What follows belongs to an exercise in optimizing a design on an open flow for small area, a short achievable clock period and few clock cycles; a production flow would make more cautious choices.
Only simulation tests tie the RTL to the original design; equivalence was not proved.
The clock port is modelled as an ideal driver, which makes a skipped or thinned clock tree look cheaper than it is; a real chip needs a root buffer or a tree.

## north
==> module conv_window_gen, before the edit <==
module conv_window_gen #(
  parameter int unsigned IMG_W  = 30,
  parameter int unsigned IMG_H  = 30,
  parameter int unsigned PIX_W  = 48,
  parameter int unsigned ADDR_W = 10
) (
  input  logic                 clk,
  input  logic                 rst,
  input  logic                 start,
  output logic                 rom_en,
  output logic [ADDR_W-1:0]    rom_addr,
  input  logic [PIX_W-1:0]     rom_data,
  output logic                 win_valid,
  input  logic                 win_ready,
  output logic [9*PIX_W-1:0]   win_data,
  output logic [4:0]           win_row,
  output logic [4:0]           win_col,
  output logic                 busy,
  output logic                 done
);
  localparam int unsigned NPix   = IMG_W * IMG_H;
  localparam int unsigned Depth  = 2 * IMG_W + 3;
  localparam int unsigned NPush  = NPix + IMG_W + 1;    
  localparam int unsigned CntW   = $clog2(NPush + 1);
  localparam int unsigned NMask  = 8;                   
  localparam int unsigned MaskW  = PIX_W / NMask;       
  localparam logic [CntW-1:0]   LastPix  = CntW'(NPix - 1);
  localparam logic [CntW-1:0]   LastPush = CntW'(NPush - 1);
  localparam logic [CntW-1:0]   PreWin   = CntW'(IMG_W);
  localparam logic [ADDR_W-1:0] LastAddr = ADDR_W'(NPix - 1);
  localparam logic [4:0]        ColLast  = 5'(IMG_W - 1);
  localparam logic [4:0]        ColPre   = 5'(IMG_W - 2);
  localparam logic [4:0]        RowPre   = 5'(IMG_H - 2);
  logic              busy_q, done_q;
  logic              en_q, vld_q;
  logic [ADDR_W-1:0] addr_q;
  logic [CntW-1:0]   pix_q;             
  logic              ph_data_q;         
  logic              ph_flush_q;        
  logic              fin_q;             
  logic              win_on_q;          
  logic              win_valid_q;
  logic [4:0]        row_q, col_q;
  logic [8:0]        mask_q [NMask];    
  logic [PIX_W-1:0]  sr_q [Depth];
  logic can_push, push, lost, load_win, last_hs, accept;
  assign can_push = !win_valid_q || win_ready;
  assign push     = can_push && ((ph_data_q && vld_q) || ph_flush_q);
  assign lost     = ph_data_q && vld_q && !can_push;
  assign load_win = push && win_on_q;
  assign last_hs  = fin_q && win_valid_q && win_ready;
  assign accept   = start && !busy_q && !done_q;
  logic [4:0] row_n, col_n;
  logic       row_end, col_pre, row_wrap, row_pre;
  assign row_end  = (col_q == ColLast);
  assign col_pre  = (col_q == ColPre);
  assign row_wrap = (row_q == 5'h1f);
  assign row_pre  = (row_q == RowPre);
  assign col_n    = row_end ? 5'd0 : col_q + 1'b1;
  assign row_n    = row_end ? row_q + 1'b1 : row_q;
  logic [8:0] mask_n [NMask];
  for (genvar c = 0; c < NMask; c++) begin : g_mask_n
    logic top_n, bot_n, lft_n, rgt_n;
    assign lft_n = mask_q[c][5];
    assign rgt_n = !mask_q[c][5] && col_pre;
    assign top_n = mask_q[c][5] ? row_wrap : mask_q[c][1];
    assign bot_n = mask_q[c][5] ? row_pre  : mask_q[c][7];
    assign mask_n[c] = {bot_n | rgt_n, bot_n, bot_n | lft_n,
                        rgt_n,         1'b0,  lft_n,
                        top_n | rgt_n, top_n, top_n | lft_n};
  end
  always_ff @(posedge clk or posedge rst) begin
    if (rst) begin
      busy_q      <= 1'b0;
      done_q      <= 1'b0;
      en_q        <= 1'b0;
      vld_q       <= 1'b0;
      addr_q      <= '0;
      pix_q       <= '0;
      ph_data_q   <= 1'b0;
      ph_flush_q  <= 1'b0;
      fin_q       <= 1'b0;
      win_on_q    <= 1'b0;
      win_valid_q <= 1'b0;
      row_q       <= '0;
      col_q       <= '0;
    end else begin
      done_q <= last_hs;
      if (!busy_q) begin
        busy_q     <= accept;
        en_q       <= accept;
        vld_q      <= 1'b0;
        addr_q     <= '0;
        pix_q      <= '0;
        ph_data_q  <= 1'b1;
        ph_flush_q <= 1'b0;
        fin_q      <= 1'b0;
        win_on_q   <= 1'b0;
        row_q      <= 5'h1f;
        col_q      <= ColLast;
      end else begin
        if (last_hs) busy_q <= 1'b0;
        vld_q <= en_q && !lost;
        if (lost) begin
          en_q   <= 1'b1;
          addr_q <= pix_q[ADDR_W-1:0];
        end else if (en_q) begin
          en_q   <= (addr_q != LastAddr);
          addr_q <= addr_q + 1'b1;
        end
        if (push) begin
          pix_q <= pix_q + 1'b1;
          if (pix_q == LastPix) begin
            ph_data_q  <= 1'b0;
            ph_flush_q <= 1'b1;
          end
          if (pix_q == LastPush) begin
            ph_flush_q <= 1'b0;
            fin_q      <= 1'b1;
          end
          if (pix_q == PreWin) win_on_q <= 1'b1;
        end
        if (load_win) begin
          row_q  <= row_n;
          col_q  <= col_n;
        end
      end
      if (load_win) win_valid_q <= 1'b1;
      else if (win_ready) win_valid_q <= 1'b0;
    end
  end
  always_ff @(posedge clk) begin
    for (int c = 0; c < NMask; c++) begin
      if (!busy_q) mask_q[c] <= 9'b000_100_000;
      else if (load_win) mask_q[c] <= mask_n[c];
    end
  end
  always_ff @(posedge clk) begin
    if (push) begin
      sr_q[0] <= ~rom_data;
      for (int t = 1; t < Depth; t++) sr_q[t] <= sr_q[t-1];
    end
  end
  for (genvar i = 0; i < 3; i++) begin : g_row
    for (genvar j = 0; j < 3; j++) begin : g_col
      localparam int unsigned TapIJ = 2 * IMG_W + 2 - i * IMG_W - j;
      for (genvar c = 0; c < NMask; c++) begin : g_slice
        assign win_data[PIX_W*(3*i+j) + MaskW*c +: MaskW] =
            ~(sr_q[TapIJ][MaskW*c +: MaskW] | {MaskW{mask_q[c][3*i+j]}});
      end
    end
  end
  assign rom_en    = en_q;
  assign rom_addr  = addr_q;
  assign win_valid = win_valid_q;
  assign win_row   = row_q;
  assign win_col   = col_q;
  assign busy      = busy_q;
  assign done      = done_q;
endmodule
Settings: LEC_CHECK=0, CAP_MARGIN=20, CORE_ASPECT_RATIO=3.0, CORE_MARGIN=2, CORE_UTILIZATION=62, SETUP_SLACK_MARGIN=2.6, SLEW_MARGIN=20; clock period 5.0 ns.
standard.sh (not shown) runs the stock make flow with config.mk's settings and CLKGATE_MAP_FILE= SYNTH_SCRIPT=/design/flow/synth_recipe.tcl, a recipe that flattens the netlist after the stock synthesis.
==> flow/flow/run.sh <==
#!/bin/bash
# Layout flow: the standard ORFS flow (standard.sh, standard synthesis unchanged) with
#  - its own clock tree (flow/pre_cts.tcl, run as ORFS's PRE_CTS_TCL hook): a balanced tree of
#    clkbuf_16 built by recursive bisection of the flip-flops, with four roots on the clock
#    port, in place of TritonCTS's H-tree; ORFS's CTS step then legalizes and repairs timing
#    as usual;
#  - plain buffers (sky130 buf_1, upsized by timing repair where needed) on every port.
# make's full output goes to flow_make.log here; each ORFS step logs under orfs/logs/.
set -euo pipefail
export PRE_CTS_TCL="$PWD/flow/pre_cts.tcl"
export BUFFER_PORTS_ARGS="-buffer_cell sky130_fd_sc_hd__buf_1"
bash standard.sh > flow_make.log 2>&1
Other scripts of this flow, unchanged in this note and not shown: flow/flow/pre_cts.tcl
Testbench counts of north, summed over its fixed seeds: cycles 22,456.
#### Input delta (south over north)
--- a/flow/design.v
+++ b/flow/design.v
@@ -44,8 +44,10 @@
   logic [8:0]        mask_q [NMask];    
   logic [PIX_W-1:0]  sr_q [Depth];
   logic can_push, push, lost, load_win, last_hs, accept;
+  logic have_q;                         
+  logic hnv_q;                          
   assign can_push = !win_valid_q || win_ready;
-  assign push     = can_push && ((ph_data_q && vld_q) || ph_flush_q);
+  assign push     = hnv_q || (have_q && win_ready);
   assign lost     = ph_data_q && vld_q && !can_push;
   assign load_win = push && win_on_q;
   assign last_hs  = fin_q && win_valid_q && win_ready;
@@ -129,6 +131,24 @@
       else if (win_ready) win_valid_q <= 1'b0;
     end
   end
+  logic vld_d, ph_data_d, ph_flush_d, win_valid_d, have_d;
+  always_comb begin
+    vld_d      = busy_q && en_q && !lost;
+    ph_data_d  = !busy_q || (ph_data_q && !(push && pix_q == LastPix));
+    ph_flush_d = busy_q && (push ? ((pix_q == LastPix) || (ph_flush_q && pix_q != LastPush))
+                                 : ph_flush_q);
+    win_valid_d = load_win || (win_valid_q && !win_ready);
+    have_d      = (ph_data_d && vld_d) || ph_flush_d;
+  end
+  always_ff @(posedge clk or posedge rst) begin
+    if (rst) begin
+      have_q <= 1'b0;
+      hnv_q  <= 1'b0;
+    end else begin
+      have_q <= have_d;
+      hnv_q  <= have_d && !win_valid_d;
+    end
+  end
   always_ff @(posedge clk) begin
     for (int c = 0; c < NMask; c++) begin
       if (!busy_q) mask_q[c] <= 9'b000_100_000;
Notes after the runs:
The max-slew headroom at the worst pin reported for south is smaller than that of north by 3.9 points.
Against north as the reference, south delivers a higher sequential cell area share.
Looking at global-route usage over all layers across north and south, the one that comes out lower is south.
north has a lower maximum cell stage delay along the critical path than south.
Row minimum clock period after layout: south higher / north lower
Status: number of placed cells counting well taps parity (north, south)
Testbench counts of south, summed over its fixed seeds: cycles 22,456.
No run of this note takes its clock network from TritonCTS; it comes from the design's own scripts or RTL.

-- what the ideal ports hide --
The flow's constraints put no driver on any port. The routed layouts listed below were extracted and timed again, unchanged, in two steps.
Step 1 assumes that a clkbuf_16 drives the clock port and a buf_2 every other input.
Step 2 adds t to the input delays and takes it off the output delays; t is the mean of the earliest and latest rising clock arrival at the registers after step 1. Input paths then give back, and output paths get back, about the clock's delay inside the block.
Three values: ideal ports, drivers, drivers and shift; two values: the first two.
run | t, ns | setup WS [ns] | worst setup path at the end
north | 0.706 | 2.579 / 2.423 / 2.067 | input to register
south | 0.713 | 2.560 / 2.407 / 2.027 | input to register
After both steps every run listed still meets setup and hold. The setup slack of south, which loses most, moves by -0.153 ns with the drivers and by -0.533 ns with both steps.
